This is an optimization exercise on Yosys and OpenROAD, whose aim is small area, a short achievable clock period and few clock cycles per item, not a production implementation.
No run shown here included a check of the RTL's function; only the layout flow was run.

==> flow/design.v (outline; a module is shown in full before it is edited, if it fits) <==
// module qubit_measure: 2966 lines
// module qm_fa: 10 lines
// module qm_ha: 9 lines
// module qm_bsel: 10 lines
module qubit_measure (
    input  logic               clk,
    input  logic               rst,
    input  logic               in_valid,
    output logic               in_ready,
    input  logic signed [15:0] in_alpha,
    input  logic signed [15:0] in_beta,
    output logic               out_valid,
    input  logic               out_ready,
    output logic               out_bit,
    output logic [15:0]        out_alpha,
    output logic [15:0]        out_beta,
    output logic               out_err
);
  // ...
==> flow/run.sh <==
#!/bin/bash
# synth_recipe.tcl (not shown) runs the flow's synth.tcl, then flattens the netlist and writes it again
# the make line also repeats each setting of config.mk as NAME=value (left out here)
make -C /OpenROAD-flow-scripts/flow DESIGN_CONFIG=/design/flow/config.mk WORK_HOME=/design/flow/orfs CLKGATE_MAP_FILE= SYNTH_SCRIPT=/design/flow/synth_recipe.tcl finish
==> flow/config.mk <==
export PLATFORM = sky130hd
export DESIGN_NAME = qubit_measure
export DESIGN_NICKNAME = qubit_measure
export VERILOG_FILES = /design/flow/design.v
export SDC_FILE = /design/flow/constraint.sdc
export NUM_CORES = 4
export LEC_CHECK = 0
export CAP_MARGIN = 20
export CORE_MARGIN = 2
export CORE_UTILIZATION = 40
export SLEW_MARGIN = 20
export SYNTH_HIERARCHICAL = 1
export SYNTH_MINIMUM_KEEP_SIZE = 0
==> flow/constraint.sdc <==
create_clock -name core_clock -period 11.0 [get_ports {clk}]
set_input_delay 2.2000 -clock core_clock [delete_from_list [all_inputs] [get_ports {clk}]]
set_output_delay 2.2000 -clock core_clock [all_outputs]
set_load 0.01 [all_outputs]
==> summary.md, run 1 <==
| Metric | Value |
|---|---|
| Antenna violations before repair | `0` |
| Seq/Total Area, Yosys | `0.2111` |
| DR WL/cell | `19.97 um` |
| Largest family of logic cells by synthesized area | `adder cells` |
| Placed wire-length estimate | `50,790 um` |
| Area of the multi-input gates | `0.02217 mm2` |
| YS warnings | `8` |
| Class of the most critical setup path | `register to register` |
| Synth Instances | `2,400` |
| Rows | `98` |
| Data required, critical path | `11.44 ns` |
| # diodes | `0` |
| Worst slack, placed | `5.696 ns` |
| Post-CTS Hold Buffers | `0` |
| Worst-path fanout max | `66` |
| Crit-path slowest cell | `buf_4` |
| Fraction of synthesized area in multiplexers | `0.003919` |
| Tcrit/Tclk final | `0.4811` |
| Root buffer cell | `clkbuf_16` |
| Top-area cell type share of the netlist area | `0.3219` |
| Ordered list of cells on the worst path | `buf_4 -> and2_1 -> fa_1 -> fa_1 -> fa_1 -> fa_1 -> fa_1 -> ha_1 -> a21o_1 -> a21o_1 -> a21o_1 -> a21o_1 -> a21oi_1 -> nor2b_1 -> o21ai_0 -> nand2b_1` |
| Setup Fix Bufs, Post-CTS | `0` |
| Status | `timing/DRC/antenna clean` |
| TritonRoute pass-1 iters | `5` |
| Fin nets | `3,176` |
==> inputs of run 2 (changes only) <==
--- a/flow/design.v
+++ b/flow/design.v
@@ -1719,19 +1719,18 @@
     logic xs1670;
     logic xc1671;
     logic xs1672;
     logic xc1673;
     logic xs1674;
     logic xc1675;
     logic xs1676;
     logic xc1677;
-    logic [5:0] g_q;
-    logic [5:0] p_q;
-    logic top_q;
+    logic [47:0] xa_q;
+    logic [47:0] xb_q;
     logic zr_q;
     logic bg_q;
     logic r15_q;
     assign pp1 = a_q[0];
     assign pp2 = a_q[0] & a_q[1];
     assign pp3 = a_q[0] & a_q[2];
     assign pp4 = a_q[0] & a_q[3];
     assign pp5 = a_q[0] & a_q[4];
@@ -2881,53 +2880,31 @@
         sa0_q <= {qac348, qac346, qac344, qac342, qac340, qac338, qac336, qac334, qac332, qac330, qac328, qac326, qac324, qac322, qac320, qac318, qac316, qac314, qac312, qac310, qac308, qac306, qac304, qac302, qac300, qac298, qac296, qas295, pp3, pp2, 1'b0, pp1};
         sb0_q <= {pp138, qas347, qas345, qas343, qas341, qas339, qas337, qas335, qas333, qas331, qas329, qas327, qas325, qas323, qas321, qas319, qas317, qas315, qas313, qas311, qas309, qas307, qas305, qas303, qas301, qas299, qas297, pp31, 1'b0, pp16, 1'b0, 1'b0};
         sa1_q <= {qbc696, qbc694, qbc692, qbc690, qbc688, qbc686, qbc684, qbc682, qbc680, qbc678, qbc676, qbc674, qbc672, qbc670, qbc668, qbc666, qbc664, qbc662, qbc660, qbc658, qbc656, qbc654, qbc652, qbc650, qbc648, qbc646, qbc644, qbs643, pp351, pp350, 1'b0, pp349};
         sb1_q <= {pp486, qbs695, qbs693, qbs691, qbs689, qbs687, qbs685, qbs683, qbs681, qbs679, qbs677, qbs675, qbs673, qbs671, qbs669, qbs667, qbs665, qbs663, qbs661, qbs659, qbs657, qbs655, qbs653, qbs651, qbs649, qbs647, qbs645, pp379, 1'b0, pp364, 1'b0, 1'b0};
         zs_q <= (a_q == 16'd0) && (b_q == 16'd0);
         p0_q <= p0_d[30:0];
         t_q <= t_d;
         zt_q <= zs_q;
-        g_q <= g_d;
-        p_q <= p_d;
-        top_q <= xp[47];
+        xa_q <= xa;
+        xb_q <= xb;
         zr_q <= zt_q;
         bg_q <= t_q[31];
         r15_q <= er15_q;
     end
     always_ff @(posedge clk) begin
         v_q[1] <= acc;
         v_q[2] <= v_q[1] & ~rst;
         v_q[3] <= v_q[2] & ~rst;
         v_q[4] <= v_q[3] & ~rst;
     end
-    localparam int NB = 6;
-    localparam int BK = 8;
-    logic [NB-1:0] g_d, p_d;
-    logic [47:0]   xg, xp;
-    logic          cy;
-    assign xg = xa & xb;
-    assign xp = xa ^ xb;
-    always_comb begin
-        for (int i = 0; i < NB; i++) begin
-            g_d[i] = 1'b0;
-            p_d[i] = 1'b1;
-            for (int j = 0; j < BK; j++) begin
-                if (i * BK + j < 47) begin
-                    g_d[i] = xg[i*BK+j] | (xp[i*BK+j] & g_d[i]);
-                    p_d[i] = p_d[i] & xp[i*BK+j];
-                end
-            end
-        end
-    end
-    always_comb begin
-        cy = 1'b0;
-        for (int i = 0; i < NB; i++) cy = g_q[i] | (p_q[i] & cy);
-    end
-    assign res_bit = bg_q ? r15_q : (~zr_q & ~(top_q ^ cy));
+    logic [47:0] xs;
+    assign xs = xa_q + xb_q;
+    assign res_bit = bg_q ? r15_q : (~zr_q & ~xs[47]);
     assign res_err = zr_q;
     assign push = v_q[LAT];
     logic [D-1:0] qv_q, qb_q, qe_q;
     logic [D-1:0] sv, sb, se;
     logic [2:0] cnt_q, cnt_nx;
     logic rdy_q;
     assign acc    = in_valid & rdy_q & ~rst;
     assign take   = qv_q[0] & out_ready & ~rst;
==> run 2 against run 1 <==
Flip-flop and latch count grew 83. Core utilization grew 0.55 points. Synthesized area grew 5.4%. Wire length grew 5.4%. Critical endpoint is now rdy_q$_SDFF_PP1_.
==> summary.md, run 2 <==
| Metric | Value |
|---|---|
| Post-CTS Hold Buffers | `0 (unchanged)` |
| Area contributors post-synth | `fa_1 31%, dfxtp_1 24%, a22oi_2 11%` |
| TritonRoute pass-1 iters | `5 (unchanged)` |
| Rows | `100 (+2.0%)` |
| Crit. End Element | `register` |
| Clock-pin slew of the registers on the worst-case setup and hold paths | `0.06 ns` |
| CP Launch Type | `input port` |
| Slew Viols, Final | `0` |
| Ordered list of cells on the worst path | `clkdlybuf4s50_1 -> buf_4 -> nand2b_1 -> or2_2 -> inv_2 -> ha_1 -> inv_1 -> ha_1 -> fa_1 -> xnor2_1 -> xnor2_1 -> nor2_1 -> nand2_1` |
| Synth top cells by count | `462 x fa_1, 368 x dfxtp_1, 299 x xnor2_1` |
| Final wirelength | `73,080 um` |
| Min Hold Slack | `0.3277 ns` |
| Placed insts | `3,478` |
| DR WL/cell | `20.50 um (+2.6%)` |
| Syn avg cell area | `12.34 um2` |
| Post-CTS sizing | `0` |
| Fin nets | `3,237 (+1.9%)` |
| I/O pin count | `72` |
| Initial Utilization | `0.4055` |
| Min Clock Period, post-route | `4.534 ns` |
| Die H | `279.2 um` |
| EDFF count, synth | `12` |
| CTS tree | `yes` |
| Worst min-delay path class | `register to register` |
| Worst slew pin tran | `1.197 ns` |
| Commonest non-fill, non-tap cell in the layout | `fa_1` |
| Post-route setup TNS | `0 ns` |
| First-pass GRT wire length | `118,700 um` |
| CORE AREA | `0.07470 mm2` |
| Port bufs | `41` |
| Final Hold Vio Count | `0` |
| Placed wire-length estimate | `52,090 um (+2.6%)` |
| Cell with the most instances after synthesis | `fa_1` |
| DRT antenna net count | `0` |
| Min-Delay Endpoint | `bg_q$_DFF_P_` |
| Largest regs | `xa_q x48, xb_q x47, t_q x32` |
| Clk_skew | `0.02032 ns` |
| Reg2Reg Launch Point | `en_q[7]$_DFF_P_` |
| WHS Path Cells | `0` |
| # fillers | `6,723` |
| Asr flop ratio synth | `0` |
| Highest-count cells in the layout ignoring fill and taps | `462 x fa_1, 339 x dfxtp_1, 299 x xnor2_1, 256 x a22oi_2, 248 x and2_1` |
| Biggest register | `xa_q` |
| Slew HR | `0.2007` |
| Routed vias/inst | `5.307` |
| Final Wtd Congestion | `0.9044` |
| CTS Buffer Depth | `3` |
| Seq cells post-synth | `380` |
| 1st-iter DRT viols | `1,110` |
| Class of the most critical setup path | `input port to register` |
| Synthesized area | `0.03029 mm2` |
| Grt ovf | `0` |
| R2R Path End | `xb_q[33]$_DFF_P_` |
| Hold Crit Start | `t_q[31]$_DFF_P_` |
| Vias in the first global route | `21.14k` |
| MaxCap Viol Count | `0` |
| DRC viols | `0` |
| Antenna violations before repair | `1 (+1)` |
| Max Fclk | `0.2205 GHz` |
| YS warnings | `8 (unchanged)` |
| Status | `timing/DRC/antenna clean` |
| Clk sink count | `380` |
| Die ar. | `0.07795 mm2` |
| CTS Buf Count | `47` |
| Synth cell types | `68` |
| Clock Latency Late Sink | `0.59 ns` |
| Area Overhead vs Synth | `11.21%` |
| Die width | `279.2 um` |
| Gr usage total | `0.1923` |
| Unrepaired setup endpoints after global routing | `false` |
| CP Buf/Inv Count | `4` |
| Yosys top cell by area | `fa_1` |
| Worst-path fanout max | `30 (-55%)` |
| Setup Fix Bufs, Post-CTS | `0 (unchanged)` |
| Tcrit/Tclk final | `0.4122 (-0.06887)` |
| Final setup vio count | `0` |
| Critical Path AT | `4.99 ns` |
| Root buffer cell | `clkbuf_16` |
| Synth Instances | `2,454 (+2.3%)` |
| Prevailing post-synth register cell | `dfxtp_1` |
| Largest net degree at the start of global routing | `55` |
| Layout cell share with drive strength beyond 1 | `0.1649` |
| Final non-filler cell total | `3,565` |
| Max reg flops | `48` |
| CP delay by family, top | `buffers and inverters` |
| # diodes | `0 (unchanged)` |
| Data required, critical path | `11.46 ns (+0.02 ns)` |
| CP max stage delay | `0.45 ns` |
| Crit-path slowest cell | `clkdlybuf4s50_1` |
| Seq/Total Area, Yosys | `0.2551 (+0.04399)` |
| FF-to-FF path depth | `7` |
| H-tree levels | `2` |
| Top-area cell type share of the netlist area | `0.3053 (-0.01657)` |
| Vias | `18.92k` |
| Reg2Reg Setup Slack | `6.93 ns` |
run 2: worst max path at each step:
| stage | cells past startpoint | to | startpoint |
|---|---|---|---|
| 2_1_floorplan | 7 | xb_q[32]$_DFF_P_ | en_q[7]$_DFF_P_ |
| 3_3_place_gp | 13 | rdy_q$_SDFF_PP1_ | rst |
| 3_5_place_dp | 13 | rdy_q$_SDFF_PP1_ | rst |
| 4_1_cts | 13 | rdy_q$_SDFF_PP1_ | rst |
| 5_1_grt | 13 | rdy_q$_SDFF_PP1_ | rst |
| 6_report | 13 | rdy_q$_SDFF_PP1_ | rst |
run 2: modules after synthesis (local to each module, per instance):
module,copies in the design,flops+latches
qm_bsel,256,0
qm_fa,460,0
qm_ha,76,0
qubit_measure,1,380
run 2: logic make-up (layout without fill, tap and decap cells):
group,Yosys count,count (layout),share of synthesized area
fa+ha+maj,643,643,0.3801
compound gates,480,480,0.1551
simple gates,471,471,0.09058
flops,380,380,0.2551
xor+xnor,324,324,0.09368
buf+inv,144,235,0.02173
mux,10,10,0.003511
other cells,2,53,0.0002479
run 2: metrics by stage:
stage	utilization	setup slack [ns]	cell area [um2]
2_1_floorplan	-	6.739	30480
3_3_place_gp	0.4288	5.981	32030
4_1_cts	0.4509	6.516	33680
5_1_grt	0.4510	6.245	33690
3_5_place_dp	0.4288	5.928	32030
6_report	0.4510	6.466	33690
run 2: routing by layer:
layer	global-route usage	part of all wire	wire, um
met3	0.02368	0.046	3398
met5	0	0.00016	12
met4	0.06493	0.028	2015
met1	0.2549	0.44	32200
met2	0.3254	0.49	35460
run 2: cell type report:
class,instances,area [um2],area share
Clock buffer,68,1325,0.03933
Clock inverter,19,325.3,0.009657
Inverter,67,251.5,0.007466
Multi-Input combinational cell,1981,22100,0.6560
Sequential cell,380,7764,0.2305
Tap cell,969,1212,0.03599
Timing Repair Buffer,81,710.7,0.02110

## re-timing with driven ports
How much do the figures lean on ideal ports? The routed layouts below were timed once more, with nothing changed but the port constraints.
Step 1 sets driving cells, clkbuf_16 on the clock port and buf_2 on the other inputs (assumed; they add their load-dependent delay and slew).
Step 2 moves the port delays by t, midway between the first and last clock arrival at a register: inputs arrive t later, outputs are due t later. That takes back most of the time a late clock gives input paths.
Three values: ideal ports, drivers, drivers and shift; two values: the first two.
run | t, ns | slack for setup (ns) | worst setup path at the end | pins driven straight from the clock port
run 1 | 0.605 | 5.708 / 5.708 / 5.708 | register to register | 1
run 2 | 0.637 | 6.466 / 6.502 / 5.864 | input to register | 1
After both steps setup and hold are still met in every run listed. The setup slack of run 2, which loses most, moves by +0.036 ns with the drivers and by -0.602 ns with both steps.
